Source: an optimization exercise on an open RTL-to-GDS flow (aim: small area, a short achievable clock period and few clock cycles). Production flows keep margins and buffers that such runs may drop.
At most, simulation tests tie the RTL to the original design; equivalence was not proved.
No activity file was given, so power comes from the tool's default toggle rates.

==> build 90: inputs <==
==> flow/design.v <==
package pool_pkg;
    typedef logic [31:0] word_t;
    typedef logic [7:0] dim_t;
    typedef logic [1:0] ksize_t;
    typedef enum logic {
        POOL_MAX = 1'b0,   
        POOL_SUM = 1'b1    
    } pool_mode_e;
    typedef enum logic [1:0] {
        OP_CONF = 2'd0,
        OP_DEST = 2'd1,
        OP_RUN  = 2'd2
    } cmd_op_e;
    typedef enum logic [1:0] {
        ST_IDLE,
        ST_RUN,
        ST_DRAIN
    } ctrl_state_e;
    localparam int CONF_KSIZE_LSB  = 0;
    localparam int CONF_STRIDE_LSB = 2;
    localparam int CONF_MODE_BIT   = 4;
    localparam int CONF_WIDTH_LSB  = 8;
    localparam int CONF_HEIGHT_LSB = 16;
endpackage
module pool_accel (
    input  logic        clk,
    input  logic        rst,
    input  logic        cmd_valid_i,
    input  logic [1:0]  cmd_op_i,
    input  logic [31:0] cmd_rj_i,
    input  logic [31:0] cmd_rk_i,
    output logic        rsp_valid_o,
    output logic        wb_cyc_o,
    output logic        wb_stb_o,
    output logic        wb_we_o,
    output logic [31:0] wb_adr_o,
    output logic [31:0] wb_dat_o,
    input  logic [31:0] wb_dat_i,
    input  logic        wb_ack_i
);
    logic [31:0] src_q;
    logic [31:0] dst_q;
    logic [7:0]  w_q;
    logic [7:0]  h_q;
    logic [1:0]  k_q;       
    logic [1:0]  s_q;       
    logic        mode_q;    
    logic        busy_q;
    logic        rsp_q;
    logic        cmd_acc;
    logic        conf_acc;
    logic        dest_acc;
    logic        run_acc;
    logic        fits;
    assign cmd_acc  = cmd_valid_i && !busy_q;
    assign conf_acc = cmd_acc && (cmd_op_i == 2'd0);
    assign dest_acc = cmd_acc && (cmd_op_i == 2'd1);
    assign run_acc  = cmd_acc && (cmd_op_i == 2'd2);
    assign fits     = ({6'd0, k_q} <= w_q) && ({6'd0, k_q} <= h_q);
    always_ff @(posedge clk) begin
        if (conf_acc) begin
            src_q  <= cmd_rj_i;
            k_q    <= (cmd_rk_i[1:0] == 2'd0) ? 2'd1 : cmd_rk_i[1:0];
            s_q    <= (cmd_rk_i[3:2] == 2'd0) ? 2'd1 : cmd_rk_i[3:2];
            mode_q <= cmd_rk_i[4];
            w_q    <= cmd_rk_i[15:8];
            h_q    <= cmd_rk_i[23:16];
        end
        if (dest_acc) begin
            dst_q <= cmd_rj_i;
        end
    end
    logic        k1;
    logic        k3;
    logic [12:0] w4;        
    logic [12:0] km1w4;     
    logic [12:0] sw4;       
    logic [1:0]  jump;      
    assign k1    = (k_q == 2'd1);
    assign k3    = (k_q == 2'd3);
    assign w4    = {3'd0, w_q, 2'd0};
    assign km1w4 = k3 ? {2'd0, w_q, 3'd0} : (k1 ? 13'd0 : w4);
    assign sw4   = (s_q[1] ? {2'd0, w_q, 3'd0} : 13'd0) + (s_q[0] ? w4 : 13'd0);
    assign jump  = (s_q > k_q) ? (s_q - k_q + 2'd1) : 2'd1;
    logic [1:0]  i_q;
    logic [7:0]  c_q;
    logic [1:0]  cnt_q;
    logic [7:0]  y_q;
    logic        rdone_q;    
    logic [12:0] dlt_q;      
    logic        i_end;
    logic        nxt_cpl;
    logic        x_fits_c;
    logic        y_fits_c;
    logic        x_fits;     
    logic        y_fits;
    logic [12:0] db_q;       
    logic [1:0]  cstep;
    logic [12:0] dlt_nxt;
    assign i_end   = (i_q == k_q - 2'd1);
    assign nxt_cpl = i_end && (cnt_q == 2'd0);
    assign x_fits_c = ({1'b0, c_q} + {7'd0, s_q} + 9'd1) <= {1'b0, w_q};
    assign y_fits_c = ({1'b0, y_q} + {7'd0, s_q} + {7'd0, k_q}) <= {1'b0, h_q};
    assign cstep   = (cnt_q == 2'd0) ? jump : 2'd1;
    always_comb begin
        if (!i_end) begin
            dlt_nxt = w4;
        end else if (cnt_q != 2'd0 || x_fits) begin
            dlt_nxt = {9'd0, cstep, 2'd0} - km1w4;
        end else begin
            dlt_nxt = db_q - {3'd0, c_q, 2'd0};
        end
    end
    always_ff @(posedge clk) begin
        x_fits <= x_fits_c;
        y_fits <= y_fits_c;
    end
    logic        stb_q;
    logic        we_q;
    logic [31:0] adr_q;
    logic [31:0] oth_q;
    logic        t_first_q;  
    logic        t_last_q;
    logic        t_cpl_q;
    logic        pend_q;     
    logic        wq_q;       
    logic [31:0] d_q;
    logic        dv_q;
    logic        d_first_q;
    logic        d_last_q;
    logic        d_cpl_q;
    logic [31:0] acc_q;      
    logic        cv_q;       
    logic        c_cpl_q;    
    logic [31:0] c1_q;       
    logic [31:0] p2_q;       
    logic [31:0] res_q;
    logic        bnd;
    logic        go_w;
    logic        go_r;
    logic        swap;
    logic        fin;
    logic [31:0] adr_sum;
    assign bnd     = busy_q && (!stb_q || wb_ack_i);
    assign go_w    = wq_q || (cv_q && c_cpl_q);
    assign go_r    = !go_w && !rdone_q && (!nxt_cpl || !pend_q || (stb_q && we_q));
    assign swap    = go_w || we_q;
    assign fin     = busy_q && rdone_q && stb_q && we_q && wb_ack_i;
    assign adr_sum = adr_q + (we_q ? 32'd4 : {{19{dlt_q[12]}}, dlt_q});
    logic        adv_q;
    always_ff @(posedge clk) begin
        if (rst) begin
            busy_q  <= 1'b0;
            rsp_q   <= 1'b0;
            stb_q   <= 1'b0;
            pend_q  <= 1'b0;
            wq_q    <= 1'b0;
            rdone_q <= 1'b1;
            adv_q   <= 1'b0;
        end else begin
            rsp_q <= conf_acc || dest_acc || (run_acc && !fits) || fin;
            adv_q <= bnd && go_r;
            if (run_acc && fits) begin
                busy_q  <= 1'b1;
                rdone_q <= 1'b0;
                pend_q  <= 1'b0;
                wq_q    <= 1'b0;
            end
            if (fin) begin
                busy_q <= 1'b0;
            end
            if (cv_q && c_cpl_q) begin
                wq_q <= 1'b1;
            end
            if (stb_q && we_q && wb_ack_i) begin
                pend_q <= 1'b0;
            end
            if (adv_q && nxt_cpl) begin
                pend_q <= 1'b1;
                if (!x_fits && !y_fits) begin
                    rdone_q <= 1'b1;
                end
            end
            if (bnd) begin
                stb_q <= go_w || go_r;
                if (go_w) begin
                    wq_q <= 1'b0;
                end
            end
        end
    end
    always_ff @(posedge clk) begin
        if (run_acc) begin
            adr_q <= src_q;
            oth_q <= dst_q;
            we_q  <= 1'b0;
        end else if (bnd && (go_w || go_r)) begin
            we_q  <= go_w;
            adr_q <= swap ? oth_q : adr_sum;
            if (swap) begin
                oth_q <= adr_sum;
            end
            if (go_r) begin
                t_first_q <= (i_q == 2'd0);
                t_last_q  <= i_end;
                t_cpl_q   <= nxt_cpl;
            end
        end
    end
    always_ff @(posedge clk) begin
        if (run_acc) begin
            dlt_q <= '0;
            db_q  <= sw4 - km1w4;
            i_q   <= '0;
            c_q   <= '0;
            cnt_q <= k_q - 2'd1;
            y_q   <= '0;
        end else if (adv_q) begin
            dlt_q <= dlt_nxt;
            if (!i_end) begin
                i_q <= i_q + 2'd1;
            end else begin
                i_q <= '0;
                if (cnt_q != 2'd0) begin
                    cnt_q <= cnt_q - 2'd1;
                    c_q   <= c_q + 8'd1;
                end else if (x_fits) begin
                    cnt_q <= (s_q > k_q) ? k_q - 2'd1 : s_q - 2'd1;
                    c_q   <= c_q + {6'd0, jump};
                end else begin
                    cnt_q <= k_q - 2'd1;
                    c_q   <= '0;
                    y_q   <= y_q + {6'd0, s_q};
                end
            end
        end
    end
    logic [31:0] x_q;
    logic        f_q;        
    logic        f_last_q;
    logic        f_cpl_q;
    logic        wb_p2_q;    
    logic        col_done;   
    logic        col_cpl;
    logic [31:0] ident;
    logic [31:0] yv;
    logic [32:0] ut;
    logic [31:0] u;
    assign ident    = {!mode_q, 31'd0};
    assign yv       = f_q ? ident : acc_q;
    assign ut       = {x_q[31], x_q} + ({yv[31], yv} ^ {33{!mode_q}}) + {32'd0, !mode_q};
    assign u        = mode_q ? ut[31:0] : (ut[32] ? yv : x_q);
    assign col_done = (dv_q && !d_first_q && d_last_q) || (f_q && f_last_q);
    assign col_cpl  = f_q ? f_cpl_q : d_cpl_q;
    always_ff @(posedge clk) begin
        d_q       <= wb_dat_i;
        d_first_q <= t_first_q;
        d_last_q  <= t_last_q;
        d_cpl_q   <= t_cpl_q;
        f_last_q  <= d_last_q;
        f_cpl_q   <= d_cpl_q;
        c_cpl_q   <= col_cpl;
        if (stb_q && !we_q && wb_ack_i && !t_first_q) begin
            x_q <= wb_dat_i;
        end else if (dv_q && d_first_q) begin
            x_q <= d_q;
        end else if (col_done && col_cpl && k3) begin
            x_q <= p2_q;
        end else if ((col_done && (col_cpl ? !k1 : k3)) || (cv_q && c_cpl_q && k3)) begin
            x_q <= c1_q;
        end else begin
            x_q <= ident;
        end
        if (rst) begin
            dv_q    <= 1'b0;
            f_q     <= 1'b0;
            cv_q    <= 1'b0;
            wb_p2_q <= 1'b0;
        end else begin
            dv_q    <= stb_q && !we_q && wb_ack_i;
            f_q     <= dv_q && d_first_q;
            cv_q    <= col_done;
            wb_p2_q <= k3 && ((col_done && !col_cpl) || (cv_q && c_cpl_q));
        end
    end
    always_ff @(posedge clk) begin
        if ((dv_q && !d_first_q) || f_q) begin
            acc_q <= u;
        end
        if (wb_p2_q) begin
            p2_q <= u;
        end
        if (wb_p2_q || (cv_q && !k3)) begin
            c1_q <= acc_q;
        end
        if (cv_q && c_cpl_q) begin
            res_q <= u;
        end
    end
    assign rsp_valid_o = rsp_q;
    assign wb_cyc_o    = stb_q;
    assign wb_stb_o    = stb_q;
    assign wb_we_o     = we_q;
    assign wb_adr_o    = adr_q;
    assign wb_dat_o    = res_q;
endmodule
==> flow/flow/run.sh <==
#!/bin/bash
# The standard layout, with the port buffers made of plain buffers and a
# larger setup margin for the timing repair.
set -euo pipefail
export BUFFER_PORTS_ARGS="-buffer_cell sky130_fd_sc_hd__buf_1"
bash standard.sh SETUP_SLACK_MARGIN=6.0 finish > layout.log 2>&1
==> flow/standard.sh <==
#!/bin/bash
# synth_recipe.tcl (not shown) runs the flow's synth.tcl, then flattens the netlist and writes it again
# the make line also repeats each setting of config.mk as NAME=value (left out here)
make -C /OpenROAD-flow-scripts/flow DESIGN_CONFIG=/design/flow/config.mk WORK_HOME=/design/flow/orfs CLKGATE_MAP_FILE= SYNTH_SCRIPT=/design/flow/synth_recipe.tcl "${@:-finish}"
==> flow/config.mk <==
export PLATFORM = sky130hd
export DESIGN_NAME = pool_accel
export DESIGN_NICKNAME = pool_accel
export VERILOG_FILES = /design/flow/design.v
export SDC_FILE = /design/flow/constraint.sdc
export NUM_CORES = 4
export LEC_CHECK = 0
export CAP_MARGIN = 20
export CORE_MARGIN = 2
export CORE_UTILIZATION = 40
export CTS_CLUSTER_DIAMETER = 60
export CTS_CLUSTER_SIZE = 30
export SLEW_MARGIN = 20
==> flow/constraint.sdc <==
create_clock -name core_clock -period 10.0 [get_ports {clk}]
set_input_delay 2.0000 -clock core_clock [delete_from_list [all_inputs] [get_ports {clk}]]
set_output_delay 2.0000 -clock core_clock [all_outputs]
set_load 0.01 [all_outputs]
==> build 97: changes against build 90 <==
--- a/flow/design.v
+++ b/flow/design.v
@@ -90,17 +90,14 @@
     logic [12:0] dlt_q;      
     logic        i_end;
     logic        nxt_cpl;
-    logic        x_fits_c;
-    logic        y_fits_c;
-    logic        x_fits;     
+    logic        x_fits;
     logic        y_fits;
-    logic [12:0] db_q;       
     logic [1:0]  cstep;
     logic [12:0] dlt_nxt;
     assign i_end   = (i_q == k_q - 2'd1);
     assign nxt_cpl = i_end && (cnt_q == 2'd0);
-    assign x_fits_c = ({1'b0, c_q} + {7'd0, s_q} + 9'd1) <= {1'b0, w_q};
-    assign y_fits_c = ({1'b0, y_q} + {7'd0, s_q} + {7'd0, k_q}) <= {1'b0, h_q};
+    assign x_fits  = ({1'b0, c_q} + {7'd0, s_q} + 9'd1) <= {1'b0, w_q};
+    assign y_fits  = ({1'b0, y_q} + {7'd0, s_q} + {7'd0, k_q}) <= {1'b0, h_q};
     assign cstep   = (cnt_q == 2'd0) ? jump : 2'd1;
     always_comb begin
         if (!i_end) begin
@@ -108,12 +105,8 @@
         end else if (cnt_q != 2'd0 || x_fits) begin
             dlt_nxt = {9'd0, cstep, 2'd0} - km1w4;
         end else begin
-            dlt_nxt = db_q - {3'd0, c_q, 2'd0};
-        end
-    end
-    always_ff @(posedge clk) begin
-        x_fits <= x_fits_c;
-        y_fits <= y_fits_c;
+            dlt_nxt = sw4 - km1w4 - {3'd0, c_q, 2'd0};
+        end
     end
     logic        stb_q;
     logic        we_q;
@@ -147,7 +140,6 @@
     assign swap    = go_w || we_q;
     assign fin     = busy_q && rdone_q && stb_q && we_q && wb_ack_i;
     assign adr_sum = adr_q + (we_q ? 32'd4 : {{19{dlt_q[12]}}, dlt_q});
-    logic        adv_q;
     always_ff @(posedge clk) begin
         if (rst) begin
             busy_q  <= 1'b0;
@@ -156,10 +148,8 @@
             pend_q  <= 1'b0;
             wq_q    <= 1'b0;
             rdone_q <= 1'b1;
-            adv_q   <= 1'b0;
         end else begin
             rsp_q <= conf_acc || dest_acc || (run_acc && !fits) || fin;
-            adv_q <= bnd && go_r;
             if (run_acc && fits) begin
                 busy_q  <= 1'b1;
                 rdone_q <= 1'b0;
@@ -175,17 +165,17 @@
             if (stb_q && we_q && wb_ack_i) begin
                 pend_q <= 1'b0;
             end
-            if (adv_q && nxt_cpl) begin
-                pend_q <= 1'b1;
-                if (!x_fits && !y_fits) begin
-                    rdone_q <= 1'b1;
-                end
-            end
             if (bnd) begin
                 stb_q <= go_w || go_r;
                 if (go_w) begin
                     wq_q <= 1'b0;
                 end
+                if (go_r && nxt_cpl) begin
+                    pend_q <= 1'b1;
+                end
+                if (go_r && nxt_cpl && !x_fits && !y_fits) begin
+                    rdone_q <= 1'b1;
+                end
             end
         end
     end
@@ -194,6 +184,11 @@
             adr_q <= src_q;
             oth_q <= dst_q;
             we_q  <= 1'b0;
+            dlt_q <= '0;
+            i_q   <= '0;
+            c_q   <= '0;
+            cnt_q <= k_q - 2'd1;
+            y_q   <= '0;
         end else if (bnd && (go_w || go_r)) begin
             we_q  <= go_w;
             adr_q <= swap ? oth_q : adr_sum;
@@ -204,88 +199,61 @@
                 t_first_q <= (i_q == 2'd0);
                 t_last_q  <= i_end;
                 t_cpl_q   <= nxt_cpl;
-            end
-        end
-    end
-    always_ff @(posedge clk) begin
-        if (run_acc) begin
-            dlt_q <= '0;
-            db_q  <= sw4 - km1w4;
-            i_q   <= '0;
-            c_q   <= '0;
-            cnt_q <= k_q - 2'd1;
-            y_q   <= '0;
-        end else if (adv_q) begin
-            dlt_q <= dlt_nxt;
-            if (!i_end) begin
-                i_q <= i_q + 2'd1;
-            end else begin
-                i_q <= '0;
-                if (cnt_q != 2'd0) begin
-                    cnt_q <= cnt_q - 2'd1;
-                    c_q   <= c_q + 8'd1;
-                end else if (x_fits) begin
-                    cnt_q <= (s_q > k_q) ? k_q - 2'd1 : s_q - 2'd1;
-                    c_q   <= c_q + {6'd0, jump};
+                dlt_q     <= dlt_nxt;
+                if (!i_end) begin
+                    i_q <= i_q + 2'd1;
                 end else begin
-                    cnt_q <= k_q - 2'd1;
-                    c_q   <= '0;
-                    y_q   <= y_q + {6'd0, s_q};
-                end
-            end
-        end
-    end
-    logic [31:0] x_q;
-    logic        f_q;        
-    logic        f_last_q;
-    logic        f_cpl_q;
+                    i_q <= '0;
+                    if (cnt_q != 2'd0) begin
+                        cnt_q <= cnt_q - 2'd1;
+                        c_q   <= c_q + 8'd1;
+                    end else if (x_fits) begin
+                        cnt_q <= (s_q > k_q) ? k_q - 2'd1 : s_q - 2'd1;
+                        c_q   <= c_q + {6'd0, jump};
+                    end else begin
+                        cnt_q <= k_q - 2'd1;
+                        c_q   <= '0;
+                        y_q   <= y_q + {6'd0, s_q};
+                    end
+                end
+            end
+        end
+    end
+    logic        sa_q;       
+    logic        sp_q;       
+    logic        sc_q;       
     logic        wb_p2_q;    
-    logic        col_done;   
-    logic        col_cpl;
-    logic [31:0] ident;
-    logic [31:0] yv;
+    logic [31:0] ux;
     logic [32:0] ut;
     logic [31:0] u;
-    assign ident    = {!mode_q, 31'd0};
-    assign yv       = f_q ? ident : acc_q;
-    assign ut       = {x_q[31], x_q} + ({yv[31], yv} ^ {33{!mode_q}}) + {32'd0, !mode_q};
-    assign u        = mode_q ? ut[31:0] : (ut[32] ? yv : x_q);
-    assign col_done = (dv_q && !d_first_q && d_last_q) || (f_q && f_last_q);
-    assign col_cpl  = f_q ? f_cpl_q : d_cpl_q;
+    assign ux = ({32{sa_q}} & d_q) | ({32{sp_q}} & p2_q) | ({32{sc_q}} & c1_q);
+    assign ut = {acc_q[31], acc_q} + ({ux[31], ux} ^ {33{!mode_q}}) + {32'd0, !mode_q};
+    assign u  = mode_q ? ut[31:0] : (ut[32] ? ux : acc_q);
     always_ff @(posedge clk) begin
         d_q       <= wb_dat_i;
         d_first_q <= t_first_q;
         d_last_q  <= t_last_q;
         d_cpl_q   <= t_cpl_q;
-        f_last_q  <= d_last_q;
-        f_cpl_q   <= d_cpl_q;
-        c_cpl_q   <= col_cpl;
-        if (stb_q && !we_q && wb_ack_i && !t_first_q) begin
-            x_q <= wb_dat_i;
-        end else if (dv_q && d_first_q) begin
-            x_q <= d_q;
-        end else if (col_done && col_cpl && k3) begin
-            x_q <= p2_q;
-        end else if ((col_done && (col_cpl ? !k1 : k3)) || (cv_q && c_cpl_q && k3)) begin
-            x_q <= c1_q;
-        end else begin
-            x_q <= ident;
-        end
+        c_cpl_q   <= d_cpl_q;
         if (rst) begin
             dv_q    <= 1'b0;
-            f_q     <= 1'b0;
             cv_q    <= 1'b0;
+            sa_q    <= 1'b0;
+            sp_q    <= 1'b0;
+            sc_q    <= 1'b0;
             wb_p2_q <= 1'b0;
         end else begin
             dv_q    <= stb_q && !we_q && wb_ack_i;
-            f_q     <= dv_q && d_first_q;
-            cv_q    <= col_done;
-            wb_p2_q <= k3 && ((col_done && !col_cpl) || (cv_q && c_cpl_q));
-        end
-    end
-    always_ff @(posedge clk) begin
-        if ((dv_q && !d_first_q) || f_q) begin
-            acc_q <= u;
+            cv_q    <= dv_q && d_last_q;
+            sa_q    <= stb_q && !we_q && wb_ack_i && !t_first_q;
+            sp_q    <= dv_q && d_last_q && d_cpl_q && k3;
+            sc_q    <= (dv_q && d_last_q && (d_cpl_q ? !k1 && !k3 : k3)) || (cv_q && c_cpl_q && k3);
+            wb_p2_q <= (dv_q && d_last_q && !d_cpl_q && k3) || (cv_q && c_cpl_q && k3);
+        end
+    end
+    always_ff @(posedge clk) begin
+        if (dv_q) begin
+            acc_q <= d_first_q ? d_q : u;
         end
         if (wb_p2_q) begin
             p2_q <= u;
@@ -294,7 +262,7 @@
             c1_q <= acc_q;
         end
         if (cv_q && c_cpl_q) begin
-            res_q <= u;
+            res_q <= k1 ? acc_q : u;
         end
     end
     assign rsp_valid_o = rsp_q;
==> flow/flow/run.sh (replaced) <==
#!/bin/bash
# The standard layout, with the port buffers made of plain buffers.
set -euo pipefail
export BUFFER_PORTS_ARGS="-buffer_cell sky130_fd_sc_hd__buf_1"
bash standard.sh finish > layout.log 2>&1
Settings changed: CTS_CLUSTER_DIAMETER 60 to unset, CTS_CLUSTER_SIZE 30 to unset, SETUP_SLACK_MARGIN set to 5.
==> trial 58: changes against build 90 <==
--- a/flow/design.v
+++ b/flow/design.v
@@ -94,7 +94,7 @@
     logic        y_fits_c;
     logic        x_fits;     
     logic        y_fits;
-    logic [12:0] db_q;       
+    logic [12:0] dlt_q2;
     logic [1:0]  cstep;
     logic [12:0] dlt_nxt;
     assign i_end   = (i_q == k_q - 2'd1);
@@ -105,15 +105,16 @@
     always_comb begin
         if (!i_end) begin
             dlt_nxt = w4;
-        end else if (cnt_q != 2'd0 || x_fits) begin
+        end else if (cnt_q != 2'd0 || x_fits_c) begin
             dlt_nxt = {9'd0, cstep, 2'd0} - km1w4;
         end else begin
-            dlt_nxt = db_q - {3'd0, c_q, 2'd0};
+            dlt_nxt = sw4 - km1w4 - {3'd0, c_q, 2'd0};
         end
     end
     always_ff @(posedge clk) begin
         x_fits <= x_fits_c;
         y_fits <= y_fits_c;
+        dlt_q2 <= dlt_nxt;
     end
     logic        stb_q;
     logic        we_q;
@@ -210,13 +211,12 @@
     always_ff @(posedge clk) begin
         if (run_acc) begin
             dlt_q <= '0;
-            db_q  <= sw4 - km1w4;
             i_q   <= '0;
             c_q   <= '0;
             cnt_q <= k_q - 2'd1;
             y_q   <= '0;
         end else if (adv_q) begin
-            dlt_q <= dlt_nxt;
+            dlt_q <= dlt_q2;
             if (!i_end) begin
                 i_q <= i_q + 2'd1;
             end else begin
@@ -248,8 +248,20 @@
     logic [31:0] u;
     assign ident    = {!mode_q, 31'd0};
     assign yv       = f_q ? ident : acc_q;
-    assign ut       = {x_q[31], x_q} + ({yv[31], yv} ^ {33{!mode_q}}) + {32'd0, !mode_q};
-    assign u        = mode_q ? ut[31:0] : (ut[32] ? yv : x_q);
+    logic [32:0] yin;
+    logic [32:0] pp;
+    logic [32:0] cy;
+    logic [31:0] sel;
+    logic [31:0] hi;
+    logic [31:0] lo;
+    assign yin      = {yv[31], yv} ^ {33{!mode_q}};
+    assign pp       = {x_q[31], x_q} ^ yin;
+    assign ut       = {x_q[31], x_q} + yin + {32'd0, !mode_q};
+    assign cy       = ut ^ pp;
+    assign sel      = mode_q ? cy[31:0] : {32{ut[32]}};
+    assign hi       = mode_q ? ~pp[31:0] : yv;
+    assign lo       = mode_q ? pp[31:0] : x_q;
+    assign u        = (sel & hi) | (~sel & lo);
     assign col_done = (dv_q && !d_first_q && d_last_q) || (f_q && f_last_q);
     assign col_cpl  = f_q ? f_cpl_q : d_cpl_q;
     always_ff @(posedge clk) begin
==> flow/flow/run.sh (replaced) <==
#!/bin/bash
# The standard layout, with the port buffers made of plain buffers and a
# larger setup margin for the timing repair.
set -euo pipefail
export BUFFER_PORTS_ARGS="-buffer_cell sky130_fd_sc_hd__buf_1"
bash standard.sh SETUP_SLACK_MARGIN=6.5 finish > layout.log 2>&1
==> comparison table <==
Result of the run: trial 58 no timing/DRC/antenna violations; build 97 no timing/DRC/antenna violations; build 90 no timing/DRC/antenna violations
Number of nets produced by synthesis: trial 58 2221; build 97 2135; build 90 2277
Final design utilization: trial 58 48.3%; build 97 45.9%; build 90 45.6%
Termination of the worst setup path: trial 58 dlt_q2[11]; build 97 res_q[1]; build 90 p2_q[31]
WP data arrival: trial 58 4.45 ns; build 97 5.10 ns; build 90 4.05 ns
Power density of the placed cells: trial 58 146 nW/um2; build 97 158 nW/um2; build 90 150 nW/um2
Synth Cell Area: trial 58 20800 um2; build 97 20100 um2; build 90 21300 um2
Critical path's slowest cell: trial 58 fa_2; build 97 nor4_4; build 90 dfxtp_1
Clk pwr: trial 58 1.42 mW; build 97 1.55 mW; build 90 1.45 mW
Number of placement rows: trial 58 83; build 97 82; build 90 84
Share of the synthesized area in the top cell type: trial 58 40.6%; build 97 42.2%; build 90 41.4%
Number of buffer and inverter stages on the critical path: trial 58 2; build 97 4; build 90 1
Fraction of standard cell area in multi-input logic: trial 58 39.5%; build 97 41.0%; build 90 39.6%
Maximum vdd ir drop: trial 58 150 uV; build 97 152 uV; build 90 125 uV
#FFs+latches synth: trial 58 406; build 97 360; build 90 406
Wire length of the first global-routing pass: trial 58 83300 um; build 97 80400 um; build 90 81400 um
Stage delay of the slowest cell on the critical path: trial 58 0.57 ns; build 97 0.44 ns; build 90 0.43 ns
Testbench counts of build 90, summed over its fixed seeds: cycles 127,638.
No functional check of the RTL was part of build 97 and trial 58.

## what the ideal ports hide
No port has a modelled driver above. Below, the same layouts with a new extraction and two added sets of constraints.
Step 1: set_driving_cell puts a clkbuf_16 on clk and a buf_2 on each other input, an assumption about the parent block.
Step 2 times the ports against the registers' clock, not the clock port: input delays grow and output delays shrink by t, the midpoint of the rising clock arrivals with the driver on.
Slacks: ideal ports / drivers / drivers and shift; pairs: ideal ports / drivers.
run | t, ns | setup WS [ns] | worst setup path at the end
build 90 | 0.604 | 6.293 / 6.288 / 5.684 | input to register
build 97 | 0.635 | 5.214 / 5.214 / 5.056 | input to register
trial 58 | 0.609 | 6.056 / 6.056 / 5.994 | input to register
After both steps setup and hold are still met in every run listed. For build 90, which loses most, drivers alone change the setup slack by -0.005 ns; drivers and shift together by -0.609 ns.
